From an optimization exercise on the open Yosys and OpenROAD flow, aimed at small area; shortcuts taken in it are not production practice. Function was checked by simulation only, so behaviour that the tests miss may differ from the original. Power figures rest on the tool's default switching activity, not on a simulated workload.

Design game_top, start of the top module:
module game_top (
    input  logic              clk25M,
    input  logic              reset,
    input  logic              frame_tick,
    input  logic              btn_left,
    input  logic              btn_right,
    input  logic              btn_fire,
    input  logic [3:0]        speed,
    input  logic              scan_en,
    input  logic [9:0]        scan_h,
    input  logic [9:0]        scan_v,
    output logic              busy,
    output logic              pixel_en,
    output logic [11:0]       pixel_color
);
    logic        b1, b2, b3;
    logic [9:0]  fx;
    logic [5:0]  yq;
    logic [15:0] alive;
    logic        dir_r;
    logic [8:0]  cp;
    logic        la;
    logic [8:0]  lp;
    logic [6:0]  lm;
    gt_seq u_seq (.clk25M(clk25M), .reset(reset), .frame_tick(frame_tick),
                  .busy(busy), .b1(b1), .b2(b2), .b3(b3));
    logic [9:0] hq, hs;
    logic       hc;
    logic [6:0] vq, vs;
    logic       vc;
    logic [8:0] cq, cs;
    logic       cc;
    logic [7:0] ls;
    wire go_left  = btn_left && (cp != 9'd0);
    wire go_right = btn_right && (cp < 9'd312);
    gt_hq u_hq (.b1(b1), .b2(b2), .dir_r(dir_r), .speed(speed), .lp(lp), .scan_h(scan_h), .hq(hq), .hc(hc));
    gt_add #(10) u_ha (.a(fx), .b(hq), .ci(hc), .s(hs));
    gt_vq u_vq (.b1(b1), .b2(b2), .lm(lm), .scan_v(scan_v), .vq(vq), .vc(vc));
    gt_add #(7) u_va (.a({1'b0, yq}), .b(vq), .ci(vc), .s(vs));
    gt_cq u_cq (.b2(b2), .b3(b3), .go_left(go_left), .scan_h(scan_h), .cq(cq), .cc(cc));
    gt_add #(9) u_ca (.a(cp), .b(cq), .ci(cc), .s(cs));
  ...
Settings: LEC_CHECK=0, ABC_AREA=1, CAP_MARGIN=20, CORE_MARGIN=2, CORE_UTILIZATION=40, CTS_BUF_LIST=sky130_fd_sc_hd__clkbuf_8, SLEW_MARGIN=20; clock period 6.0 ns.
standard.sh (not shown) runs the stock make flow with config.mk's settings and CLKGATE_MAP_FILE= SYNTH_SCRIPT=/design/flow/synth_recipe.tcl, a recipe that flattens the netlist after the stock synthesis.
==> flow/flow/run.sh <==
#!/bin/bash
# The standard layout, with the smallest buffer on the ports.
set -euo pipefail
bash standard.sh "BUFFER_PORTS_ARGS=-buffer_cell sky130_fd_sc_hd__buf_1" finish > standard.log 2>&1
The starting point completed with no timing, DRC or antenna violations.
Change:
==> flow/run.sh (new file) <==
#!/bin/bash
# synth_recipe.tcl (not shown) runs the flow's synth.tcl, then flattens the netlist and writes it again
# the make line also repeats each setting of config.mk as NAME=value (left out here)
make -C /OpenROAD-flow-scripts/flow DESIGN_CONFIG=/design/flow/config.mk WORK_HOME=/design/flow/orfs CLKGATE_MAP_FILE= SYNTH_SCRIPT=/design/flow/synth_recipe.tcl finish
- CTS_BUF_LIST: sky130_fd_sc_hd__clkbuf_8 -> sky130_fd_sc_hd__clkbuf_4
removed: flow/flow/run.sh
removed: flow/standard.sh
Outcome: The new run finished clean; die area stays the same; global-route usage rose by 0.43 points; non-clock buffer count rose by 8; register-to-register slack improves by 140 ps; worst hold slack improves by 5.1 ps; via count fell slightly; worst setup slack barely changes.
Change:
==> flow/flow/run.sh (new file) <==
#!/bin/bash
# The standard layout with two changes: the smallest buffer on the ports,
# and a clock tree without dummy loads.
set -euo pipefail
bash standard.sh \
  "BUFFER_PORTS_ARGS=-buffer_cell sky130_fd_sc_hd__buf_1" \
  "CTS_ARGS=-sink_clustering_enable -repair_clock_nets -dont_use_dummy_load -buf_list sky130_fd_sc_hd__clkbuf_8" \
  finish > standard.log 2>&1
==> flow/standard.sh (new file) <==
#!/bin/bash
# synth_recipe.tcl (not shown) runs the flow's synth.tcl, then flattens the netlist and writes it again
# the make line also repeats each setting of config.mk as NAME=value (left out here)
make -C /OpenROAD-flow-scripts/flow DESIGN_CONFIG=/design/flow/config.mk WORK_HOME=/design/flow/orfs CLKGATE_MAP_FILE= SYNTH_SCRIPT=/design/flow/synth_recipe.tcl "${@:-finish}"
- CORE_UTILIZATION: 40 -> 65
- CTS_BUF_LIST: sky130_fd_sc_hd__clkbuf_4 -> not set
removed: flow/run.sh
- The changed run completed without violations
- routed wire length shrinks by a few percent
- non-clock buffer count goes down by 14
- core utilization rose by 26 points
- worst setup slack is better by 50 ps
- global-route usage went up by 9.7 points
Change:
==> flow/flow/run.sh (replaced) <==
#!/bin/bash
# The standard layout, with the smallest buffer on the ports.
set -euo pipefail
bash standard.sh "BUFFER_PORTS_ARGS=-buffer_cell sky130_fd_sc_hd__buf_1" finish > standard.log 2>&1
- CORE_UTILIZATION: 65 -> 40
- CTS_BUF_LIST: not set -> sky130_fd_sc_hd__clkbuf_8
- CTS_CLUSTER_DIAMETER: not set -> 200
- CTS_CLUSTER_SIZE: not set -> 40
- GPL_TIMING_DRIVEN: not set -> 0
The new run finished with timing, DRC and antenna clean.
Area after synthesis does not change.
Global-route usage drops by 9.5 points.
Power climbs by 4.5%.
Register-to-register slack barely changes.
Sequential share of layout area drops by 1.6 points.
Synthesized cell count is unchanged.
Sequential power barely changes.
Change:
==> flow/run.sh (new file) <==
#!/bin/bash
# synth_recipe.tcl (not shown) runs the flow's synth.tcl, then flattens the netlist and writes it again
# the make line also repeats each setting of config.mk as NAME=value (left out here)
make -C /OpenROAD-flow-scripts/flow DESIGN_CONFIG=/design/flow/config.mk WORK_HOME=/design/flow/orfs CLKGATE_MAP_FILE= SYNTH_SCRIPT=/design/flow/synth_recipe.tcl finish
- ABC_AREA: 1 -> not set
- CTS_BUF_LIST: sky130_fd_sc_hd__clkbuf_8 -> not set
- CTS_CLUSTER_DIAMETER: 200 -> not set
- CTS_CLUSTER_SIZE: 40 -> not set
removed: flow/flow/run.sh
removed: flow/standard.sh
This time the run finished with setup timing left; maximum frequency fell by a few percent; cell area went up by about a fifth; count of clock-buffer cells in the layout is higher by 4; area after synthesis rises by a few percent; clock skew hardly moves.
Change:
==> flow/flow/run.sh (new file) <==
#!/bin/bash
# The standard layout, with the smallest buffer on the ports.
set -euo pipefail
bash standard.sh "BUFFER_PORTS_ARGS=-buffer_cell sky130_fd_sc_hd__buf_1" finish > standard.log 2>&1
==> flow/standard.sh (new file) <==
#!/bin/bash
# synth_recipe.tcl (not shown) runs the flow's synth.tcl, then flattens the netlist and writes it again
# the make line also repeats each setting of config.mk as NAME=value (left out here)
make -C /OpenROAD-flow-scripts/flow DESIGN_CONFIG=/design/flow/config.mk WORK_HOME=/design/flow/orfs CLKGATE_MAP_FILE= SYNTH_SCRIPT=/design/flow/synth_recipe.tcl "${@:-finish}"
- ABC_AREA: not set -> 1
- CTS_BUF_LIST: not set -> sky130_fd_sc_hd__clkbuf_8
- CTS_CLUSTER_DIAMETER: not set -> 200
- CTS_CLUSTER_SIZE: not set -> 40
- GPL_TIMING_DRIVEN: 0 -> not set
removed: flow/run.sh
Result:
- The changed run passed the timing, DRC and antenna checks
- setup slack improved by 330 ps
- final area fell by 18%
- global-route usage fell by 3.5 points

afterwards: timing with drivers on the ports:
The results above use ideal ports. As a check the final layouts listed here were re-extracted and re-timed, cells and wires unchanged.
Step 1 (the two cells are an assumption about what drives the block):
set clk [get_ports {clk25M}]
set_driving_cell -lib_cell sky130_fd_sc_hd__clkbuf_16 $clk
set_driving_cell -lib_cell sky130_fd_sc_hd__buf_2 [delete_from_list [all_inputs] $clk]
Step 2 moves the port delays by t, midway between the first and last clock arrival at a register: inputs arrive t later, outputs are due t later. That takes back most of the time a late clock gives input paths.
Three values: no drivers, after step 1, after step 2; two values: the first two.
run	t, ns	setup WS [ns]	worst setup path after step 2
the first run	0.397	0.239 / 0.254 / -0.142	input to register
the second run	0.479	0.241 / 0.250 / -0.229	input to register
the third run	0.363	0.290 / 0.291 / -0.072	input to register
the fourth run	0.404	0.329 / 0.340 / -0.064	input to register
the fifth run	0.383	-0.089 / -0.089 / -0.455	input to register
the sixth run	0.397	0.239 / 0.254 / -0.142	input to register
With both steps, setup timing fails in 5 of these runs, where it was met with ideal ports. The setup slack of the second run, which loses most, moves by +0.009 ns with the drivers and by -0.470 ns with both steps.
